What follows belongs to an exercise in optimizing a design on an open flow for small area; a production flow would make more cautious choices.
Only simulation tests tie the RTL to the original design; equivalence was not proved.
Power figures rest on the tool's default switching activity, not on a simulated workload.

## cciChannel
module cciChannel #(
	parameter int WordLinesPerBlock = 8192
) (
	input logic clk,
	input logic reset,
	input logic inValid,
	input logic [ccPkg::CellCount*ccPkg::WordWidth-1:0] inWords,
	output logic inCredit,
	output logic outValid,
	output logic [ccPkg::CellCount*ccPkg::VoltWidth-1:0] outVth,
	input logic outCredit
);
	localparam int CellCount = ccPkg::CellCount;
	localparam int WordWidth = ccPkg::WordWidth;
	localparam int VoltWidth = ccPkg::VoltWidth;
	localparam int LineBits = CellCount * VoltWidth;
	localparam int CountWidth = $clog2(WordLinesPerBlock);
	localparam int SinkCredits = ccPkg::SinkCredits;
	localparam int UpCredits = ccPkg::UpCredits;
	logic [CountWidth-1:0] wordCount;
	logic firstLine;
	logic [LineBits-1:0] victim;
	logic [LineBits-1:0] entry0N;
	logic [LineBits-1:0] entry1N;
	logic [LineBits-1:0] entry2N;
	logic [2:0] wrSel;
	logic [2:0] rdSel;
	logic [1:0] fill;
	logic [2:0] held;
	logic [1:0] credits;
	logic [LineBits-1:0] step;
	logic [LineBits-1:0] lineVthN;
	logic pop;
	logic giveCredit;
	wordLineLoader i_loader (
		.inWords(inWords),
		.blockStart(wordCount == '0),
		.step(step)
	);
	couplingCell i_cells (
		.victim(victim),
		.step(step),
		.nFirst(!firstLine),
		.vthN(lineVthN)
  ...
Size in the first run: ~5700 cells after synthesis, about 1100 flip-flops, about 74000 um^2 of cells after synthesis.
Settings: LEC_CHECK=0, ABC_CLOCK_PERIOD_IN_PS=10000, CAP_MARGIN=20, CORE_MARGIN=2, CORE_UTILIZATION=40, CTS_BUF_LIST=sky130_fd_sc_hd__clkbuf_4 sky130_fd_sc_hd__clkbuf_8, PLACE_DENSITY=0.6, SLEW_MARGIN=20, SYNTH_HIERARCHICAL=1, SYNTH_MINIMUM_KEEP_SIZE=0; clock period 10.0 ns.
standard.sh (not shown) runs the stock make flow with config.mk's settings and CLKGATE_MAP_FILE= SYNTH_SCRIPT=/design/flow/synth_recipe.tcl, a recipe that flattens the netlist after the stock synthesis.
==> flow/flow/run.sh <==
#!/bin/bash
# Layout flow: the standard flow, with the port buffers the standard
# flow inserts made from the smallest buffer cell (every input and output
# port still gets its own buffer).
set -uo pipefail
export BUFFER_PORTS_ARGS="-buffer_cell sky130_fd_sc_hd__buf_1"
bash standard.sh > standard_flow.log 2>&1
status=$?
exit $status
Next try:
==> flow/flow/run.sh (replaced) <==
#!/bin/bash
# Layout flow: the standard flow (standard.sh) with
#  - the port buffers the standard flow inserts made from the smallest
#    buffer cell (every input and output port still gets its own buffer);
#  - clock tree synthesis without dummy loads;
#  - the buffers synthesis put in taken out at floorplan (repair adds back
#    what the nets need).
# make's full output goes to standard_flow.log here; ORFS keeps each
# step's log under orfs/logs.
set -uo pipefail
export BUFFER_PORTS_ARGS="-buffer_cell sky130_fd_sc_hd__buf_1"
export REMOVE_ABC_BUFFERS=1
export CTS_ARGS="-sink_clustering_enable -repair_clock_nets -dont_use_dummy_load -buf_list sky130_fd_sc_hd__clkbuf_16 -sink_clustering_size 20 -sink_clustering_max_diameter 120"
bash standard.sh > standard_flow.log 2>&1
exit $?
CORE_UTILIZATION = 70   (was 40)
CTS_BUF_LIST = default   (was sky130_fd_sc_hd__clkbuf_4 sky130_fd_sc_hd__clkbuf_8)
GPL_TIMING_DRIVEN = 0   (was default)
PLACE_DENSITY = 0.85   (was 0.6)
After rerunning:
- cell count came out lower by 16%
- sequential share of layout area is higher by 2.1 points
- clock skew came out lower by 0.040 ns
- non-clock buffer count went down by 195
- clock power shrinks by 43%
- setup slack is worse by 0.27 ns
- sequential power shrinks by about 0.5%
Next try:
==> flow/run.sh (new file) <==
#!/bin/bash
# synth_recipe.tcl (not shown) runs the flow's synth.tcl, then flattens the netlist and writes it again
# the make line also repeats each setting of config.mk as NAME=value (left out here)
make -C /OpenROAD-flow-scripts/flow DESIGN_CONFIG=/design/flow/config.mk WORK_HOME=/design/flow/orfs CLKGATE_MAP_FILE= SYNTH_SCRIPT=/design/flow/synth_recipe.tcl finish
CORE_UTILIZATION = 40   (was 70)
GPL_TIMING_DRIVEN = default   (was 0)
PLACE_DENSITY = 0.6   (was 0.85)
removed: flow/flow/run.sh
removed: flow/standard.sh
Cell count rose by about a fifth.
Total power goes up by about a fifth.
Die area grows by well over a third.
First-iteration DRC count shrinks by about a fifth.
Clock skew barely changes.
Wire length came out higher by about a fifth.
Setup slack improved by 0.0071 ns.
Clock-buffer cell count increases by 69.
Non-clock buffer count goes up by 424.
Next try:
==> flow/flow/run.sh (new file) <==
#!/bin/bash
# Layout flow: the standard flow (standard.sh) with
#  - the port buffers the standard flow inserts made from the smallest
#    buffer cell (every input and output port still gets its own buffer);
#  - clock tree synthesis without dummy loads;
#  - the buffers synthesis put in taken out at floorplan (repair adds back
#    what the nets need).
# make's full output goes to standard_flow.log here; ORFS keeps each
# step's log under orfs/logs.
set -uo pipefail
export BUFFER_PORTS_ARGS="-buffer_cell sky130_fd_sc_hd__buf_1"
export REMOVE_ABC_BUFFERS=1
export CTS_ARGS="-sink_clustering_enable -repair_clock_nets -dont_use_dummy_load -buf_list sky130_fd_sc_hd__clkbuf_16 -sink_clustering_size 20 -sink_clustering_max_diameter 120"
bash standard.sh > standard_flow.log 2>&1
exit $?
==> flow/standard.sh (new file) <==
#!/bin/bash
# synth_recipe.tcl (not shown) runs the flow's synth.tcl, then flattens the netlist and writes it again
# the make line also repeats each setting of config.mk as NAME=value (left out here)
make -C /OpenROAD-flow-scripts/flow DESIGN_CONFIG=/design/flow/config.mk WORK_HOME=/design/flow/orfs CLKGATE_MAP_FILE= SYNTH_SCRIPT=/design/flow/synth_recipe.tcl "${@:-finish}"
CORE_UTILIZATION = 55   (was 40)
GPL_TIMING_DRIVEN = 0   (was default)
PLACE_DENSITY = 0.7   (was 0.6)
removed: flow/run.sh
Worst hold slack loses 0.0039 ns.
Worst setup slack loses 0.056 ns.
Clock skew increases by 0.016 ns.
Register-to-register slack loses 0.19 ns.
Fmax decreases slightly.
Final cell count decreases by roughly a tenth.
First-iteration DRC count increases by a few percent.
Die area decreases by a quarter to a third.
Cell area decreases by roughly a tenth.
Core utilization increases by 11 points.
Via count decreases by a few percent.

-- what the ideal ports hide --
No port has a modelled driver above. Below, the same layouts with a new extraction and two added sets of constraints. Step 1 assumes that a clkbuf_16 drives the clock port and a buf_2 every other input. Step 2, shift: input delay + t, output delay - t, t = (earliest + latest rising clock arrival at the registers) / 2. This alone moves slack from input paths to output paths. Three values: no drivers, after step 1, after step 2; two values: the first two.
run	t (ns)	setup WS [ns]	worst register clock-pin slew, ns	worst slew at a driven data input, ns	cell pins on the clock port's net
the first run	1.018	0.617 / 0.673 / -0.345	0.07 / 0.07	0.20	1
the second run	0.768	0.348 / 0.365 / -0.404	0.10 / 0.10	0.17	1
the third run	0.863	0.355 / 0.414 / -0.448	0.07 / 0.07	0.21	1
the fourth run	0.768	0.299 / 0.347 / -0.421	0.10 / 0.10	0.21	1
With both steps, setup timing fails in every run listed, where it was met with ideal ports. The setup slack of the first run, which loses most, moves by +0.056 ns with the drivers and by -0.962 ns with both steps.
